Context: an optimization exercise on an open-source flow, tuned for small area. The choices shown serve that exercise and are no tape-out recipe. Function was checked by simulation only, so behaviour that the tests miss may differ from the original. No activity file was given, so power comes from the tool's default toggle rates.

alpha:
==> flow/design.v (excerpt) <==
module mips_wb_trace (
    input  logic        CK,
    input  logic        RESET,
    input  logic        IN_VALID,
    input  logic [4:0]  IN_ADDR,
    input  logic [31:0] IN_DATA,
    input  logic        IN_DONE,
    output logic        OUT_VALID,
    input  logic        OUT_READY,
    output logic [15:0] OUT_STAMP,
    output logic [4:0]  OUT_ADDR,
    output logic [31:0] OUT_DATA,
    input  logic [4:0]  SHADOW_RADDR,
    output logic [31:0] SHADOW_RDATA,
    output logic [4:0]  LEVEL,
    output logic [7:0]  DROP_CNT,
    output logic        FINISHED
);
    localparam int DEPTH = 16;
    localparam int EW    = 16 + 5 + 32;
    logic [15:0] stamp;
    logic [3:0]  wr_ptr;
    logic [3:0]  rd_ptr;
    logic [4:0]  level;
    logic [7:0]  drop_cnt;
    logic        done_latch;    
    logic        live;          
    logic [31:1] sh_valid;      
    logic push_req, push_req_h, full, pop, push_ok, hold_ok;
    assign push_req   = IN_VALID && !done_latch;
    assign push_req_h = IN_VALID && live;
    assign full       = level[4];
    assign pop        = OUT_VALID && OUT_READY;
    assign push_ok    = push_req && (!full || pop);
    assign hold_ok    = push_req_h && (!full || pop);
    always_ff @(posedge CK or negedge RESET) begin
        if (!RESET) begin
            stamp      <= '0;
            wr_ptr     <= '0;
            rd_ptr     <= '0;
            level      <= '0;
            drop_cnt   <= '0;
            done_latch <= 1'b0;
            live       <= 1'b1;
        end else begin
            stamp      <= stamp + 1'b1;
            done_latch <= done_latch | IN_DONE;
            live       <= live & ~IN_DONE;
            if (push_ok) wr_ptr <= wr_ptr + 1'b1;
            if (pop)     rd_ptr <= rd_ptr + 1'b1;
            if (push_ok && !pop)      level <= level + 1'b1;
            else if (!push_ok && pop) level <= level - 1'b1;
            if (push_req && !push_ok && drop_cnt != 8'hFF) drop_cnt <= drop_cnt + 1'b1;
        end
    end
    logic [31:0] sh_q [32];
    logic [31:0] sh_sel;
    assign sh_q[0]   = '0;
    assign sh_sel[0] = 1'b0;
    for (genvar i = 1; i < 32; i++) begin : g_sh
        logic ld, hd;
        logic [31:0] q;
        assign ld = push_req && (IN_ADDR == 5'(i));
        assign hd = !(push_req_h && (IN_ADDR == 5'(i)));
        logic [31:0] nx;
        for (genvar b = 0; b < 32; b++) begin : g_b
  ...
Size: roughly 5100 cells after synthesis, roughly 1900 flip-flops.
export LEC_CHECK = 0
export CAP_MARGIN = 20
export CORE_MARGIN = 2
export CORE_UTILIZATION = 70
export CTS_CLUSTER_DIAMETER = 80
export CTS_CLUSTER_SIZE = 24
export SLEW_MARGIN = 20
export SYNTH_HIERARCHICAL = 1
export SYNTH_MINIMUM_KEEP_SIZE = 0
create_clock -name core_clock -period 10.0 [get_ports {CK}]
run.sh (not shown) runs the stock make flow with config.mk's settings and CLKGATE_MAP_FILE= SYNTH_SCRIPT=/design/flow/synth_recipe.tcl, a recipe that flattens the netlist after the stock synthesis.
alpha completed; timing, DRC and antenna clean
Modified inputs, beta compared to alpha
Settings: swapping 70 for 55 in CORE_UTILIZATION.
## What came out
Cmp beta vs alpha: power drawn by the clock network higher in beta
Sort alpha and beta by final area, ascending, and alpha comes first.
Compared beta vs alpha, and portion of the clock cycle consumed by the worst path in the final layout is down in beta.
diff inputs: beta => gamma
Settings: CTS_BUF_LIST newly set to sky130_fd_sc_hd__clkbuf_8; CTS_CLUSTER_DIAMETER changed from 80 to 70; CTS_CLUSTER_SIZE changed from 24 to 16; CORE_UTILIZATION changed from 55 to 62.
==> flow/flow/run.sh (new file) <==
#!/bin/bash
# The standard layout (the standard.sh: standard synthesis, floorplan, power grid, tap
# cells, placement, CTS, routing) with two changes passed to ORFS as make variables:
#  - the port buffers are the smallest buffer (buf_1) instead of the resizer's default pick;
#  - CTS builds the tree from clkbuf_8, in clusters of at most 16 flip-flops within 70 um,
#    and inserts no dummy loads.
# Each step's full output stays in orfs/logs/...; make's own output goes to standard_flow.log.
set -euo pipefail
CTS="-sink_clustering_enable -repair_clock_nets -buf_list sky130_fd_sc_hd__clkbuf_8 -sink_clustering_size 16 -sink_clustering_max_diameter 70 -dont_use_dummy_load"
bash standard.sh \
  "BUFFER_PORTS_ARGS=-buffer_cell sky130_fd_sc_hd__buf_1" \
  "CTS_ARGS=$CTS" \
  finish > standard_flow.log 2>&1
==> flow/standard.sh (new file) <==
#!/bin/bash
# synth_recipe.tcl (not shown) runs the flow's synth.tcl, then flattens the netlist and writes it again
# the make line also repeats each setting of config.mk as NAME=value (left out here)
make -C /OpenROAD-flow-scripts/flow DESIGN_CONFIG=/design/flow/config.mk WORK_HOME=/design/flow/orfs CLKGATE_MAP_FILE= SYNTH_SCRIPT=/design/flow/synth_recipe.tcl "${@:-finish}"
removed: flow/run.sh
## What came out
- Diff beta -> gamma | final instance area | down by a few percent
- Compared gamma vs beta, and final setup slack of the worst path is up in gamma.
- Higher worst setup slack after placement goes to gamma over beta.
Here is what was changed in the inputs of delta compared with gamma.
Settings: a deleted CTS_BUF_LIST that had been sky130_fd_sc_hd__clkbuf_8; a change of CTS_CLUSTER_DIAMETER from 70 to 80; a change of CTS_CLUSTER_SIZE from 16 to 24.
diff --git a/flow/flow/run.sh b/flow/flow/run.sh
--- a/flow/flow/run.sh
+++ b/flow/flow/run.sh
@@ -5,2 +5 @@
-#  - CTS builds the tree from clkbuf_8, in clusters of at most 16 flip-flops within 70 um,
-#    and inserts no dummy loads.
+#  - CTS clusters the flip-flops as config.mk says and inserts no dummy loads.
@@ -9 +8 @@
-CTS="-sink_clustering_enable -repair_clock_nets -buf_list sky130_fd_sc_hd__clkbuf_8 -sink_clustering_size 16 -sink_clustering_max_diameter 70 -dont_use_dummy_load"
+CTS="-sink_clustering_enable -repair_clock_nets -sink_clustering_size 24 -sink_clustering_max_diameter 80 -dont_use_dummy_load"
==> comparison <==
- Power per cell area, gamma and delta: smaller value in gamma
- When the final numbers for gamma and delta were put side by side, the transition time at the pin with the least slew margin turned out to be smaller in delta.
- The final hold slack was comparable across gamma and delta.
- Where total net switching power is concerned, gamma is outperformed by delta.
- delta ended up with fewer standard cells than gamma.
- From delta to gamma, total number of clock tree sinks did not move at all.
- Looking at overall power, delta sits above gamma.
- Comparing delta against gamma, there is no change at all in reported max-cap violation count.
- The layout overhead on the synthesized area of delta is higher than that of gamma.
- On worst slew margin relative to its limit, delta does better than gamma.

## separate check: timing with driven ports
Ports are ideal in the flow. The routed layouts listed here were re-timed in OpenROAD. Step 1 assumes that a clkbuf_16 drives the clock port and a buf_2 every other input. Step 2 moves the port delays by t, midway between the first and last clock arrival at a register: inputs arrive t later, outputs are due t later. That takes back most of the time a late clock gives input paths. Three values: ideal ports, drivers, drivers and shift; two values: the first two.
run | shift t [ns] | setup slack, ns | slew at the worst register clock pin (ns) | pins driven straight from the clock port
alpha | 0.788 | 2.308 / 2.263 / 2.263 | 0.10 / 0.10 | 1
beta | 0.806 | 2.356 / 2.290 / 2.290 | 0.10 / 0.10 | 1
gamma | 0.944 | 3.127 / 3.098 / 3.098 | 0.11 / 0.11 | 1
delta | 0.776 | 3.201 / 3.172 / 3.172 | 0.10 / 0.10 | 1
After both steps setup and hold are still met in every run listed. For beta, which loses most, drivers alone change the setup slack by -0.066 ns; drivers and shift together by -0.066 ns.
